From an optimization exercise on the open Yosys and OpenROAD flow, aimed at small area, a short achievable clock period and few clock cycles per item; shortcuts taken in it are not production practice. At most, simulation tests tie the RTL to the original design; equivalence was not proved. No activity file was given, so power comes from the tool's default toggle rates.

== the reference run ==
==> flow/design.v (excerpt) <==
module risc14Exec
(
	input wire logic Clock_not,
	input wire logic rstN,
	input wire logic psel,
	input wire logic penable,
	input wire logic pwrite,
	input wire logic [8-1:0] paddr,
	input wire logic [32-1:0] pwdata,
	output logic [32-1:0] prdata,
	output logic pready,
	output logic pslverr
);
Size in the first run: ~2,000 cells after synthesis, about 79 I/O pins, roughly 17,000 µm² of cells after synthesis.
Settings: LEC_CHECK=0, ABC_AREA=1, CAP_MARGIN=20, CORE_MARGIN=2, CORE_UTILIZATION=50, SETUP_SLACK_MARGIN=5.0, SLEW_MARGIN=20, TNS_END_PERCENT=5; clock period 7.5 ns.
standard.sh (not shown) runs the stock make flow with config.mk's settings and CLKGATE_MAP_FILE= SYNTH_SCRIPT=/design/flow/synth_recipe.tcl, a recipe that flattens the netlist after the stock synthesis.
==> flow/flow/run.sh <==
#!/bin/bash
# Standard layout, with the port buffers made from plain buffers instead of
# the cell buffer_ports picks by default (often a delay cell).
set -e
cp standard.sh standard.sh.txt 2>/dev/null || true
export BUFFER_PORTS_ARGS="-buffer_cell sky130_fd_sc_hd__buf_4"
bash standard.sh > standard.log 2>&1
Testbench counts of the reference run, summed over its fixed seeds: cycles 19,530, transfers 9,600.
The inputs of the trial run differ from those of the reference run as listed below.
--- a/flow/design.v
+++ b/flow/design.v
@@ -358,23 +358,17 @@
 		| ({14{selGen}} & gen)
 		| ({14{selShr}} & shrOut[13:0])
 		| ({14{selRotl}} & rotl[27:14])
 		| ({14{selNot}} & ~opA)
 		| ({14{selCpy}} & opB);
 	assign result = ({14{selAdd}} & addRes) | otherRes;
-	logic [14-1:0] zCarry;
-	logic zLoAdd, zHiAdd;
-	assign zCarry = {opA[12:7] | bx[12:7], isVec ? isSub : (opA[6] | bx[6]),
-		opA[5:0] | bx[5:0], isSub};
-	assign zLoAdd = (prop[6:0] == zCarry[6:0]);
-	assign zHiAdd = (prop[13:7] == zCarry[13:7]);
 	logic zLo, zHi;
 	logic flagC, flagV, loC, loV;
 	logic wrCV, wrNZ, wrLane;
-	assign zLo = (zLoAdd | ~selAdd) & (otherRes[6:0] == '0);
-	assign zHi = (zHiAdd | ~selAdd) & (otherRes[13:7] == '0);
+	assign zLo = (result[6:0] == '0);
+	assign zHi = (result[13:7] == '0);
 	assign flagC = sum[16] ^ isSub;
 	assign flagV = (opA[13] == bx[13]) & (addRes[13] != opA[13]);
 	assign loC = sum[8] ^ isSub;
 	assign loV = (opA[6] == bx[6]) & (addRes[6] != opA[6]);
 	assign wrCV = commit & (kOp == K_ADD);
 	assign wrNZ = commit & ((kOp == K_ADD) | (kOp == K_MULF) | (kOp == K_NOT)
Notes after the runs:
- met2 track demand over resource in global routing came out lower on the trial run than on the reference run.
- Relative to the reference run, the final cell area reported for the trial run is higher.
- The run showing the smaller synthesized area is the trial run.
- Buffer share of cell area: the trial run higher than the reference run
- Area added between synthesis and finish (the trial run over the reference run): increase, 9.3 points
- When the trial run is measured against the reference run, its normalized max-slew margin turns out 7.8 points lower.
- Going from the reference run to the trial run, the core utilization was found to have gone up by 4.2 points.
- Against the reference run, the trial run comes in 0.93% lower on total design power.
- From the reference run to the trial run the numbers moved as follows: total internal power up 0.014 mW, highest achievable clock rate up 5.0%.
The RTL of the trial run was laid out without a check of its function.


run 1:
Another version of the RTL of risc14Exec (not shown whole).
For scale: ~79 I/O pins.
==> flow/config.mk <==
export PLATFORM = sky130hd
export DESIGN_NAME = risc14Exec
export DESIGN_NICKNAME = risc14Exec
export VERILOG_FILES = /design/flow/design.v
export SDC_FILE = /design/flow/constraint.sdc
export NUM_CORES = 4
export LEC_CHECK = 0
export ABC_AREA = 1
export CAP_MARGIN = 20
export CORE_MARGIN = 2
export CORE_UTILIZATION = 50
export SETUP_SLACK_MARGIN = 5.0
export SLEW_MARGIN = 20
export TNS_END_PERCENT = 5
==> flow/constraint.sdc <==
create_clock -name core_clock -period 7.5 [get_ports {Clock_not}]
set_input_delay 1.5000 -clock core_clock [delete_from_list [all_inputs] [get_ports {Clock_not}]]
set_output_delay 1.5000 -clock core_clock [all_outputs]
set_load 0.01 [all_outputs]
Scripts as last shown in full above: flow/flow/run.sh
Run 1 finished all stages; the layout is clean.
For run 2, these inputs were changed with respect to run 1:
diff --git a/flow/design.v b/flow/design.v
--- a/flow/design.v
+++ b/flow/design.v
@@ -293,18 +293,22 @@
 	logic readA, writeA, selSr, keepB, immB;
 	logic [3:0] loA, hiA, loB, hiB;
 	logic [14-1:0] grpA [0:3];
 	logic [14-1:0] grpB [0:3];
 	logic [14-1:0] portB, nextA, nextB;
 	assign readA = ~mulBusy & ~pwrite;
 	assign writeA = ~mulBusy & pwrite;
 	assign selSr = ~mulBusy & ~pwrite & isStatus;
-	assign keepB = ~mulBusy & ~hostWrite & ~useImm;
-	assign immB = ~mulBusy & (hostWrite | useImm);
+	logic immOpc;
+	assign immOpc = (opc[4] & ~opc[3] & ~opc[2])
+		| (~opc[4] & opc[2] & opc[1] & opc[0])
+		| (~opc[4] & opc[3] & ~opc[2] & ~opc[1] & ~opc[0]);
+	assign keepB = ~mulBusy & ~hostWrite & ~immOpc;
+	assign immB = ~mulBusy & (hostWrite | immOpc);
 	always_comb begin
 		for (int l = 0; l < 4; l++) begin
 			loA[l] = (readA & isReg & (wordIdx[1:0] == l))
 				| (writeA & (pwdata[4+1:4] == l));
 			hiA[l] = pwrite ? (pwdata[7:7-1] == l) : (wordIdx[3:2] == l);
 			loB[l] = (pwdata[0+1:0] == l);
 			hiB[l] = (pwdata[3:3-1] == l);
 		end
@@ -410,20 +414,20 @@
 	assign zCarry = {opA[12:7] | bx[12:7], isVec ? isSub : (opA[6] | bx[6]),
 		opA[5:0] | bx[5:0], isSub};
 	assign zLoAdd = (prop[6:0] == zCarry[6:0]);
 	assign zHiAdd = (prop[13:7] == zCarry[13:7]);
 	logic zLo, zHi;
 	logic flagC, flagV, loC, loV;
 	assign zLo = (zLoAdd | ~selAdd) & (otherRes[6:0] == '0);
 	assign zHi = (zHiAdd | ~selAdd) & (otherRes[13:7] == '0);
-	assign flagC = sum[16] ^ isSub;
-	assign flagV = (opA[13] == bx[13]) & (addRes[13] != opA[13]);
-	assign loC = sum[8] ^ isSub;
-	assign loV = (opA[6] == bx[6]) & (addRes[6] != opA[6]);
+	assign flagC = gk[4][15] ^ isSub;
+	assign flagV = gk[4][14] ^ gk[4][15];
+	assign loC = gk[4][7] ^ isSub;
+	assign loV = gk[4][6] ^ gk[4][7];
 	always_ff @(posedge Clock_not) begin
 		for (int i = 0; i < 16; i++) begin
 			if (!rstN || (commit && destIdx == i)) begin
 				regFile[i] <= result;
 			end
 		end
 	end
 	always_ff @(posedge Clock_not) begin
Results
Looking at part of the power in combinational logic, run 2 sits 1.6 points lower than run 1 does.
Capturing element of the worst setup path = opB[12]: run 1; capturing element of the worst setup path = opB[0]: run 2
Compared with run 1, in run 2 global-route usage neither gained nor lost much; proportion of power drawn by flip-flops and latches picked up an extra 0.8 points; final cell area excluding filler cells lost about 1.8%.
The post-synthesis to final-layout area growth reported for run 2 is smaller than that of run 1 by 1.9 points.
In terms of mean area per synthesized cell, run 1 and run 2 differ only marginally.
[compare] base=run 1 new=run 2: post-route fraction of the period consumed by the critical path did not really move, number of buffers created by CTS went up.
| transition time at the pin with the least slew margin | run 2 vs run 1 | 0.40 ns higher |
Function was not checked in any run of this note: the RTL went through the layout flow alone.

separate check: timing with driven ports:
The flow's constraints put no driver on any port. The routed layouts listed below were extracted and timed again, unchanged, in two steps.
Step 1 assumes that a clkbuf_16 drives the clock port and a buf_2 every other input.
Step 2 times the ports against the registers' clock, not the clock port: input delays grow and output delays shrink by t, the midpoint of the rising clock arrivals with the driver on.
a / b / c = ideal / step 1 / step 2; a / b = the first two.
| run | t, ns | slack for setup (ns) | latest minus earliest clock arrival (ns) | cell pins on the clock port's net |
|---|---|---|---|---|
| the reference run | 0.621 | 4.449 / 4.476 / 3.854 | 0.017 / 0.017 | 1 |
| the trial run | 0.613 | 4.596 / 4.596 / 4.014 | 0.017 / 0.017 | 1 |
| run 1 | 0.621 | 4.542 / 4.572 / 3.951 | 0.022 / 0.021 | 1 |
| run 2 | 0.627 | 4.542 / 4.569 / 3.942 | 0.024 / 0.024 | 1 |
After both steps setup and hold are still met in every run listed. For run 2, which loses most, drivers alone change the setup slack by +0.027 ns; drivers and shift together by -0.600 ns.
